Background: an optimization exercise with open tools, aiming at small area. Do not read the settings as production practice.
Where RTL was checked, it was by simulation tests only, not by an equivalence proof against the original.
No activity file was given, so power comes from the tool's default toggle rates. The flow treats the clock pin as an ideal source, which a real chip does not have.

red:
Design gemm_result_collector, start of the top module:
module gemm_result_collector #(
  parameter int DATA_WIDTH = gemm_pkg::DATA_WIDTH,
  parameter int LATENCY    = gemm_pkg::LATENCY,
  parameter int K_TILES    = gemm_pkg::K_TILES,
  parameter int COLS       = gemm_pkg::COLS,
  parameter int FIFO_DEPTH = gemm_pkg::FIFO_DEPTH
) (
  input  logic                       clk,
  input  logic                       rst,
  input  logic                       issue_valid,
  output logic                       issue_ready,
  input  logic [DATA_WIDTH-1:0]      ipu_data_in,
  output logic                       row_valid,
  input  logic                       row_ready,
  output logic [COLS*DATA_WIDTH-1:0] row_data
);
==> module result_row_fifo, before the edit <==
module result_row_fifo #(
  parameter int DW    = gemm_pkg::DATA_WIDTH,
  parameter int COLS  = gemm_pkg::COLS,
  parameter int DEPTH = gemm_pkg::FIFO_DEPTH
) (
  input  logic                 clk,
  input  logic                 rst,
  input  logic                 wen,
  input  logic [((COLS > 1) ? $clog2(COLS) : 1)-1:0] wcol,
  input  logic                 push,
  input  logic                 pop,
  input  logic [DW-1:0]        din,
  output logic                 empty,
  output logic [COLS*DW-1:0]   head
);
  localparam int AW = (DEPTH > 1) ? $clog2(DEPTH) : 1;
  localparam int CW = (COLS > 1) ? $clog2(COLS) : 1;
  logic [COLS*DW-1:0] ring [DEPTH];
  logic [AW:0]        wr_ptr, rd_ptr;
  logic [AW-1:0]      ph, pend_slot;
  logic [DEPTH-1:0]   hsel;
  logic [CW-1:0]      pend_col;
  logic [DW-1:0]      pend;
  logic               pend_vld, inj, bypass;
  logic [COLS-1:0]    keep;
  logic               pend_vld_n;
  logic [CW-1:0]      wcol_n, pend_col_n;
  logic [AW-1:0]      pend_slot_n;
  assign empty = (wr_ptr == rd_ptr);
  assign pend_col  = wcol - 1'b1;
  assign pend_slot = wr_ptr[AW-1:0] - AW'(wcol == '0);
  assign inj       = pend_vld && (AW'(pend_slot + ph) == AW'(DEPTH-1));
  assign bypass    = pend_vld && (wcol == '0) && (pend_slot == rd_ptr[AW-1:0]);
  always_comb begin
    head = '0;
    for (int p = 0; p < DEPTH; p++)
      head = head | (ring[p] & {(COLS*DW){hsel[p]}});
    if (bypass) head[(COLS-1)*DW +: DW] = pend;
  end
  always_ff @(posedge clk) begin
    if (rst) begin
      wr_ptr   <= '0;
      rd_ptr   <= '0;
      ph       <= '0;
      hsel     <= DEPTH'(1);
      pend_vld <= 1'b0;
    end else begin
      if (push) wr_ptr <= wr_ptr + 1'b1;
      if (pop) rd_ptr <= rd_ptr + 1'b1;
      ph <= ph + 1'b1;
      hsel <= pop ? {hsel[DEPTH-3:0], hsel[DEPTH-1:DEPTH-2]} : {hsel[DEPTH-2:0], hsel[DEPTH-1]};
      if (wen) pend_vld <= 1'b1;
      else if (inj) pend_vld <= 1'b0;
    end
  end
  always_ff @(posedge clk) begin
    if (wen) pend <= din;
  end
  assign pend_vld_n  = !rst && (wen || (pend_vld && !inj));
  assign wcol_n      = wcol + CW'(wen);
  assign pend_col_n  = wcol_n - 1'b1;
  assign pend_slot_n = AW'(wr_ptr[AW-1:0] + AW'(push)) - AW'(wcol_n == '0);
  always_ff @(posedge clk) begin
    for (int c = 0; c < COLS; c++)
      keep[c] <= !(pend_vld_n && pend_col_n == CW'(c) &&
                   (AW'(pend_slot_n + ph + 1'b1) == AW'(DEPTH-1)));
  end
  always_ff @(posedge clk) begin
    for (int p = 1; p < DEPTH; p++) ring[p] <= ring[p-1];
    for (int c = 0; c < COLS; c++)
      ring[0][c*DW +: DW] <= (pend & {DW{inj && pend_col == CW'(c)}}) |
                             (ring[DEPTH-1][c*DW +: DW] & {DW{keep[c]}});
  end
endmodule
clock: 5.0 ns
lec_check: 0
cap_margin: 20
core_margin: 2
core_utilization: 65
slew_margin: 20
standard.sh (not shown) runs the stock make flow with config.mk's settings and CLKGATE_MAP_FILE= SYNTH_SCRIPT=/design/flow/synth_recipe.tcl, a recipe that flattens the netlist after the stock synthesis.
==> flow/flow/run.sh <==
#!/bin/bash
set -euo pipefail
export BUFFER_PORTS_ARGS="-buffer_cell sky130_fd_sc_hd__buf_1"
export CTS_ARGS="-sink_clustering_enable -repair_clock_nets -dont_use_dummy_load -sink_clustering_size 30 -sink_clustering_max_diameter 80 -buf_list {sky130_fd_sc_hd__clkbuf_16}"
bash standard.sh finish > flow.log 2>&1
Input-level comparison between blue and red:
--- a/flow/design.v
+++ b/flow/design.v
@@ -33,16 +33,12 @@
   logic [AW:0]        wr_ptr, rd_ptr;
   logic [AW-1:0]      ph, pend_slot;
   logic [DEPTH-1:0]   hsel;
   logic [CW-1:0]      pend_col;
   logic [DW-1:0]      pend;
   logic               pend_vld, inj, bypass;
-  logic [COLS-1:0]    keep;
-  logic               pend_vld_n;
-  logic [CW-1:0]      wcol_n, pend_col_n;
-  logic [AW-1:0]      pend_slot_n;
   assign empty = (wr_ptr == rd_ptr);
   assign pend_col  = wcol - 1'b1;
   assign pend_slot = wr_ptr[AW-1:0] - AW'(wcol == '0);
   assign inj       = pend_vld && (AW'(pend_slot + ph) == AW'(DEPTH-1));
   assign bypass    = pend_vld && (wcol == '0) && (pend_slot == rd_ptr[AW-1:0]);
   always_comb begin
@@ -67,26 +63,16 @@
       else if (inj) pend_vld <= 1'b0;
     end
   end
   always_ff @(posedge clk) begin
     if (wen) pend <= din;
   end
-  assign pend_vld_n  = !rst && (wen || (pend_vld && !inj));
-  assign wcol_n      = wcol + CW'(wen);
-  assign pend_col_n  = wcol_n - 1'b1;
-  assign pend_slot_n = AW'(wr_ptr[AW-1:0] + AW'(push)) - AW'(wcol_n == '0);
-  always_ff @(posedge clk) begin
-    for (int c = 0; c < COLS; c++)
-      keep[c] <= !(pend_vld_n && pend_col_n == CW'(c) &&
-                   (AW'(pend_slot_n + ph + 1'b1) == AW'(DEPTH-1)));
-  end
   always_ff @(posedge clk) begin
     for (int p = 1; p < DEPTH; p++) ring[p] <= ring[p-1];
     for (int c = 0; c < COLS; c++)
-      ring[0][c*DW +: DW] <= (pend & {DW{inj && pend_col == CW'(c)}}) |
-                             (ring[DEPTH-1][c*DW +: DW] & {DW{keep[c]}});
+      ring[0][c*DW +: DW] <= (inj && pend_col == CW'(c)) ? pend : ring[DEPTH-1][c*DW +: DW];
   end
 endmodule
 module gemm_result_collector #(
   parameter int DATA_WIDTH = gemm_pkg::DATA_WIDTH,
   parameter int LATENCY    = gemm_pkg::LATENCY,
   parameter int K_TILES    = gemm_pkg::K_TILES,
### Flow results
Of blue and red, it is blue that has the lower total routing usage reported by global routing. Per the comparison of blue with red, power shows a reduction of about 0.6%, routed metal-1 wire length shows a reduction of about 1.6%, number of storage elements in the synthesis netlist shows a reduction of about 0.7%, maximum fanout along the worst path shows a reduction of about 44%. Compared with red, number of cells in the finished layout apart from fillers in blue decreased slightly.
Only the layout flow was run in blue; the RTL was not checked for function there.

-- what the ideal ports hide --
In the flow no input, the clock included, has a driving cell. The finished layouts below were timed again as built, in two steps. Step 1: set_driving_cell puts a clkbuf_16 on clk and a buf_2 on each other input, an assumption about the parent block. Step 2 adds t to the input delays and takes it off the output delays; t is the mean of the earliest and latest rising clock arrival at the registers after step 1. Input paths then give back, and output paths get back, about the clock's delay inside the block. Slacks: ideal / step 1 / step 2; pairs: ideal / step 1.
run | t (ns) | setup slack, ns | worst register clock-pin slew, ns | worst data-port slew with drivers (ns) | cell pins on the clock port's net
red | 0.659 | 0.597 / 0.534 / 1.194 | 0.11 / 0.11 | 0.06 | 1
blue | 0.653 | 0.821 / 0.761 / 1.168 | 0.11 / 0.11 | 0.08 | 1
After both steps every run listed still meets setup and hold.
